What follows belongs to an exercise in optimizing a design on an open flow for small area; a production flow would make more cautious choices.
Function was checked by simulation only, so behaviour that the tests miss may differ from the original.
Power and IR drop assume default switching activity.

--- design.v ---
module csr_file (
    input  logic        clk,
    input  logic        reset,
    input  logic        csr_valid,
    input  logic        csr_w_valid,
    input  logic [11:0] csr_ra,
    output logic [63:0] csr_rd,
    input  logic        wr_valid,
    input  logic [11:0] wr_addr,
    input  logic [63:0] wr_data,
    input  logic        commit_valid,
    input  logic        trap_valid,
    input  logic [63:0] trap_pc,
    input  logic [63:0] trap_cause,
    input  logic [63:0] trap_tval,
    input  logic        mret_valid,
    output logic        redirect_valid,
    output logic [63:0] redirect_pc
);
    typedef logic [63:0] word_t;
    localparam logic [11:0] A_MSTATUS  = 12'h300;
    localparam logic [11:0] A_MIE      = 12'h304;
    localparam logic [11:0] A_MTVEC    = 12'h305;
    localparam logic [11:0] A_MSCRATCH = 12'h340;
    localparam logic [11:0] A_MEPC     = 12'h341;
    localparam logic [11:0] A_MCAUSE   = 12'h342;
    localparam logic [11:0] A_MTVAL    = 12'h343;
    localparam logic [11:0] A_MIP      = 12'h344;
    localparam logic [11:0] A_MCYCLE   = 12'hB00;
    localparam logic [11:0] A_MINSTRET = 12'hB02;
    localparam word_t MSTATUS_MASK = 64'h0000_0000_0000_1888;
    word_t mstatus, mie, mtvec, mscratch, mepc, mcause, mtval, mip, mcycle, minstret;
    logic  wr_en;
    word_t wr_val;
    logic  unused_w_valid;
    assign unused_w_valid = csr_w_valid;
    function automatic logic is_impl(input logic [11:0] a);
        case (a)
            A_MSTATUS, A_MIE, A_MTVEC, A_MSCRATCH, A_MEPC,
            A_MCAUSE, A_MTVAL, A_MIP, A_MCYCLE, A_MINSTRET: is_impl = 1'b1;
            default: is_impl = 1'b0;
        endcase
    endfunction
    function automatic word_t wr_mask(input logic [11:0] a, input word_t d);
        case (a)
            A_MSTATUS:      wr_mask = d & MSTATUS_MASK;
            A_MTVEC, A_MEPC: wr_mask = d & ~64'h3;
            default:        wr_mask = d;
        endcase
    endfunction
    assign wr_en  = wr_valid & ~trap_valid & ~mret_valid;
    assign wr_val = wr_mask(wr_addr, wr_data);
    always_comb begin
        csr_rd = '0;
        if (csr_valid) begin
            if (wr_en && wr_addr == csr_ra && is_impl(csr_ra)) begin
                csr_rd = wr_val;
            end else begin
                case (csr_ra)
                    A_MSTATUS:  csr_rd = mstatus;
                    A_MIE:      csr_rd = mie;
                    A_MTVEC:    csr_rd = mtvec;
                    A_MSCRATCH: csr_rd = mscratch;
                    A_MEPC:     csr_rd = mepc;
                    A_MCAUSE:   csr_rd = mcause;
                    A_MTVAL:    csr_rd = mtval;
                    A_MIP:      csr_rd = mip;
                    A_MCYCLE:   csr_rd = mcycle;
                    A_MINSTRET: csr_rd = minstret;
                    default:    csr_rd = '0;
                endcase
            end
        end
    end
    always_ff @(posedge clk) begin
        if (reset) begin
            mstatus        <= '0;
            mie            <= '0;
            mtvec          <= '0;
            mscratch       <= '0;
            mepc           <= '0;
            mcause         <= '0;
            mtval          <= '0;
            mip            <= '0;
            mcycle         <= '0;
            minstret       <= '0;
            redirect_valid <= 1'b0;
            redirect_pc    <= '0;
        end else begin
            redirect_valid <= trap_valid | mret_valid;
            mcycle         <= mcycle + 64'd1;
            if (!trap_valid) begin
                minstret <= minstret + {63'd0, commit_valid};
            end
            if (trap_valid) begin
                mepc        <= trap_pc & ~64'h3;
                mcause      <= trap_cause;
                mtval       <= trap_tval;
                mstatus     <= {51'd0, 2'b11, 3'd0, mstatus[3], 7'd0};
                redirect_pc <= mtvec;
            end else if (mret_valid) begin
                mstatus     <= {51'd0, 2'b11, 3'd0, 1'b1, 3'd0, mstatus[7], 3'd0};
                redirect_pc <= mepc;
            end else if (wr_valid) begin
                case (wr_addr)
                    A_MSTATUS:  mstatus  <= wr_val;
                    A_MIE:      mie      <= wr_val;
                    A_MTVEC:    mtvec    <= wr_val;
                    A_MSCRATCH: mscratch <= wr_val;
                    A_MEPC:     mepc     <= wr_val;
                    A_MCAUSE:   mcause   <= wr_val;
                    A_MTVAL:    mtval    <= wr_val;
                    A_MIP:      mip      <= wr_val;
                    A_MCYCLE:   mcycle   <= wr_val;
                    A_MINSTRET: minstret <= wr_val;
                    default:    ;
                endcase
            end
        end
    end
endmodule
--- run.sh ---
#!/bin/bash
# synth_recipe.tcl (not shown) runs the flow's synth.tcl, then flattens the netlist and writes it again
# the make line also repeats each setting of config.mk as NAME=value (left out here)
make -C /OpenROAD-flow-scripts/flow DESIGN_CONFIG=/design/flow/config.mk WORK_HOME=/design/flow/orfs CLKGATE_MAP_FILE= SYNTH_SCRIPT=/design/flow/synth_recipe.tcl finish
--- config.mk ---
export PLATFORM = sky130hd
export DESIGN_NAME = csr_file
export DESIGN_NICKNAME = csr_file
export VERILOG_FILES = /design/flow/design.v
export SDC_FILE = /design/flow/constraint.sdc
export NUM_CORES = 4
export LEC_CHECK = 0
export CAP_MARGIN = 20
export CORE_MARGIN = 2
export CORE_UTILIZATION = 40
export SLEW_MARGIN = 20
--- constraint.sdc ---
create_clock -name core_clock -period 7.0 [get_ports {clk}]
set_input_delay 1.4000 -clock core_clock [delete_from_list [all_inputs] [get_ports {clk}]]
set_output_delay 1.4000 -clock core_clock [all_outputs]
set_load 0.01 [all_outputs]
==> notes.md <==
==> power breakdown <==
part	switching, mW	leakage (nW)	total, mW	internal [mW]
Clock	1.84	1.38	4.51	2.66
Combinational	0.507	7.76	0.836	0.329
Sequential	0.0794	5.73	4.17	4.09
Total	2.43	14.9	9.52	7.09
==> worst register-to-register path, cell delays in order (launching register included) <==
cell,delay [ns]
dfxtp_1,0.44
nand3_1,0.24
nor3_2,0.58
nand3_1,0.80
nor4_1,0.57
xnor2_1,0.13
a211oi_1,0.22
==> cell type report <==
type / count / area, sq um / share of cell area, %
inverter: 26 / 97.6 / 0.226
clock inverter: 25 / 352 / 0.813
multi-input combinational: 3327 / 19400 / 44.9
antenna: 1 / 2.50 / 0.00578
clock buffer: 119 / 2430 / 5.62
sequential: 705 / 14100 / 32.6
timing repair buffer: 553 / 5390 / 12.5
tap: 1155 / 1450 / 3.34
==> path summary, 6_finish.rpt <==
| path | endpoint | depth (start not counted) |
|---|---|---|
| setup reg to reg | mcycle[51]$_SDFF_PP0_ | 6 |
| setup / recovery | csr_rd[56] | 10 |
| hold / removal | mscratch[7]$_SDFFE_PP0P_ | 2 |
| hold reg to reg | mscratch[7]$_SDFFE_PP0P_ | 2 |
==> metal layers <==
layer,vias up,GRT usage (%)
li1,16300,-
met1,17500,46.0
met2,2200,54.0
met3,432,7.83
met4,2,16.8
met5,-,0.0529
==> per-stage QoR <==
stage | worst slack [ns] | hold WS (ns) | util (%)
2_1_floorplan | 2.47 | 0.426 | -
3_3_place_gp | 0.668 | 0.435 | 46.6
3_5_place_dp | 0.671 | 0.442 | 46.6
4_1_cts | 0.657 | 0.450 | 49.8
5_1_grt | 0.594 | 0.466 | 49.8
6_report | 0.539 | 0.450 | 49.8
==> registers in the layout, indices dropped and copies added (netlist names) <==
| signal | count |
|---|---|
| mcause | 64 |
| mcycle | 64 |
| mepc | 64 |
| mie | 64 |
| minstret | 64 |
| mip | 64 |
| mscratch | 64 |
| mstatus | 64 |
| mtval | 64 |
| mtvec | 64 |
| redirect_pc | 64 |
| redirect_valid | 1 |
==> synthesized netlist by cell type, drive strengths merged, types with 9 or more instances <==
cell type and n:
nor3 201, nand3 59, mux2 27, o22ai 94, or2 10, nor4 26, buf 111, inv 26
a22o 39, xor2 47, nand2b 9, clkbuf 297, and4 14, a222oi 17, o2bb2ai 16, a22oi 207
or3 10, o21ai 115, nand4 49, nand2 595, nor2 574, mux2i 131, a211oi 226, nor2b 134
dfxtp 705, and3 28, a21oi 370, and2 118, a221oi 36, o211a 11, xnor2 77
==> cells by family (layout without fill, tap and decap cells) <==
family | count (synthesis) | count (layout) | share of synthesized area [%]
AND/OR/NAND/NOR | 1859 | 1859 | 24.8
AO/OA/AOI/OAI | 1183 | 1183 | 22.2
flip-flops | 705 | 705 | 40.1
buffers and inverters | 434 | 723 | 5.03
multiplexers | 158 | 158 | 4.59
XOR/XNOR | 124 | 124 | 3.09
adder cells (fa/ha/maj) | 3 | 3 | 0.107
other | 0 | 1 | 0
==> metrics.md <==
| Metric | Value |
|---|---|
| WL per Instance | 27.8 um |
| CTS tree | yes |
| Antenna violations before repair | 3 |
| Part of the cycle the worst path needs | 92.3% |
| Syn Area/Cell | 7.87 sq um |
| Largest net degree at the start of global routing | 201 |
| Final WL | 164000 um |
| Synth-to-Final Area Change | 23.0% |
| Placed Area | 40500 sq um |
| Most frequent cell on the critical path | clkdlybuf4s50_1 |
| Inst Count DP | 5766 |
| Top FF cell, synth | dfxtp_1 |
| Worst EP required | 5.60 ns |
| Commonest non-fill, non-tap cell in the layout | dfxtp_1 |
| Final setup violation count | 0 |
| Sequential area share after synthesis | 40.1% |
| Met2 wire len | 72400 um |
| Layout Skew | 0.0194 ns |
| Slew @ Worst Pin | 1.30 ns |
| Crit path max-delay family | buffers and inverters |
| I/O Pins | 417 |
| Area leader, netlist | dfxtp_1 |
| Design area | 43300 sq um |
| Fmax | 155 MHz |
| Wl on met1 | 65700 um |
| Crit end category | output port |
| Height of the die | 300 um |
| Async SR Flop Fraction | 0% |
| Total GRT Usage | 34.9% |
| DRC viols | 0 |
| #FFs+latches synth | 705 |
| Synth top area cells | dfxtp_1 (40%), nand2_1 (6.3%), nor2_1 (6.1%), a21oi_1 (5.3%), a211oi_1 (4.7%) |
| Antenna Nets Post-Route | 0 |
| CP Buf/Inv Count | 4 |
| Die Area | 90300 sq um |
| Post-synth top area share | 40.1% |
| GRT overflow | 0 |
| Clock sink count | 705 |
| Vias | 36400 |
| Number of buffers created by CTS | 80 |
| Clock Tree Buf Depth | 3 |
| Critical R2R Launch | mcycle[2]$_SDFF_PP0_ |
| Post-Syn Nets | 4757 |
| Critical Path Max Stage Delay | 0.63 ns |
| Slew headroom | 12.7% |
| Synth Instances | 4466 |
| Fin crit period | 6.46 ns |
| Drt initial violations | 4515 |
| Critical path cell sequence | clkdlybuf4s50_1 > buf_12 > nor2_1 > nand2_1 > buf_4 > o2bb2ai_1 > o21ai_0 > and3_1 > o22ai_1 > clkdlybuf4s50_1 |
| Setup TNS | 0 ns |
| Hold Vio Cnt, Final | 0 |
| DR top layer | met5 |
| Status | finished clean |
| Commonest cells after routing, fill and taps aside | dfxtp_1 (705), nand2_1 (591), nor2_1 (570), clkdlybuf4s50_1 (406), a21oi_1 (370) |
| IO Port Bufs | 413 |
| Setup slack, reg-to-reg | 3.91 ns |
| YS warnings | 1 |
| Total Power | 9.52 mW |
| Vias in the first global route | 33900 |
| GPL Wtd Cong | 0.981 |
| RSZ-0062 raised after global routing | false |
| Clock insertion delay at the later pin of the skew report | 0.65 ns |
| CP startpoint kind | primary input |
| Row count | 108 |
| Post-synth EDFFs | 0 |
| Post-CTS setup buffer count | 0 |
| Critical path arrival | 5.06 ns |
| Worst-path fanout max | 20 |
| Hold_sp | mscratch[7]$_SDFFE_PP0P_ |
| Distinct cell type count after synthesis | 86 |
| Core area | 86900 sq um |
| Pre-antenna DRT Iters | 8 |
| Mapped Area | 35200 sq um |
| First-pass GRT wire length | 234000 um |
| Critical path type | primary input to output port |
| Maximum level of the CTS H-tree | 3 |
| Max-slew violation count | 0 |
| PwrDens | 220 nW/um^2 |
| VDD IR-drop max | 0.151 mV |
| Worst-path clk slew | 0.06 ns |
| Final net count | 4984 |
| FILL cells | 8443 |
| Clk root buf | clkbuf_16 |
| Total of max-cap violations | 0 |
| Worst Setup SP | csr_ra[3] |
| Ratio of cells with drive above 1 in the final layout | 8.03% |
| DP HPWL | 112000 um |
| Fin cells | 5911 |
| Critical path's slowest cell | nand2_1 |
| Met3 wire length | 17500 um |
| CTS resizes | 0 |
| Hold WC Path Type | register to register |
| Die extent in x | 300 um |
| Hold_buf cts | 0 |
| Via density | 6.16 |
| P_leak | 14.9 nW |
| Initial core utilization | 40.5% |

## separate check: timing with driven ports
Ports are ideal in the flow. The routed layout listed here was re-timed in OpenROAD.
Step 1: set_driving_cell puts a clkbuf_16 on clk and a buf_2 on each other input, an assumption about the parent block.
Step 2, shift: input delay + t, output delay - t, t = (earliest + latest rising clock arrival at the registers) / 2. This alone moves slack from input paths to output paths.
Three values: ideal ports, drivers, drivers and shift; two values: the first two.
t (ns): 0.711
setup slack, ns: 0.539 / 0.518 / 0.518
worst setup path after step 2: input to output
clock arrival spread, ns: 0.022 / 0.022
cell pins on the clock port's net: 1
After both steps setup and hold are still met in this run. For this run, drivers alone change the setup slack by -0.021 ns; drivers and shift together by -0.021 ns.
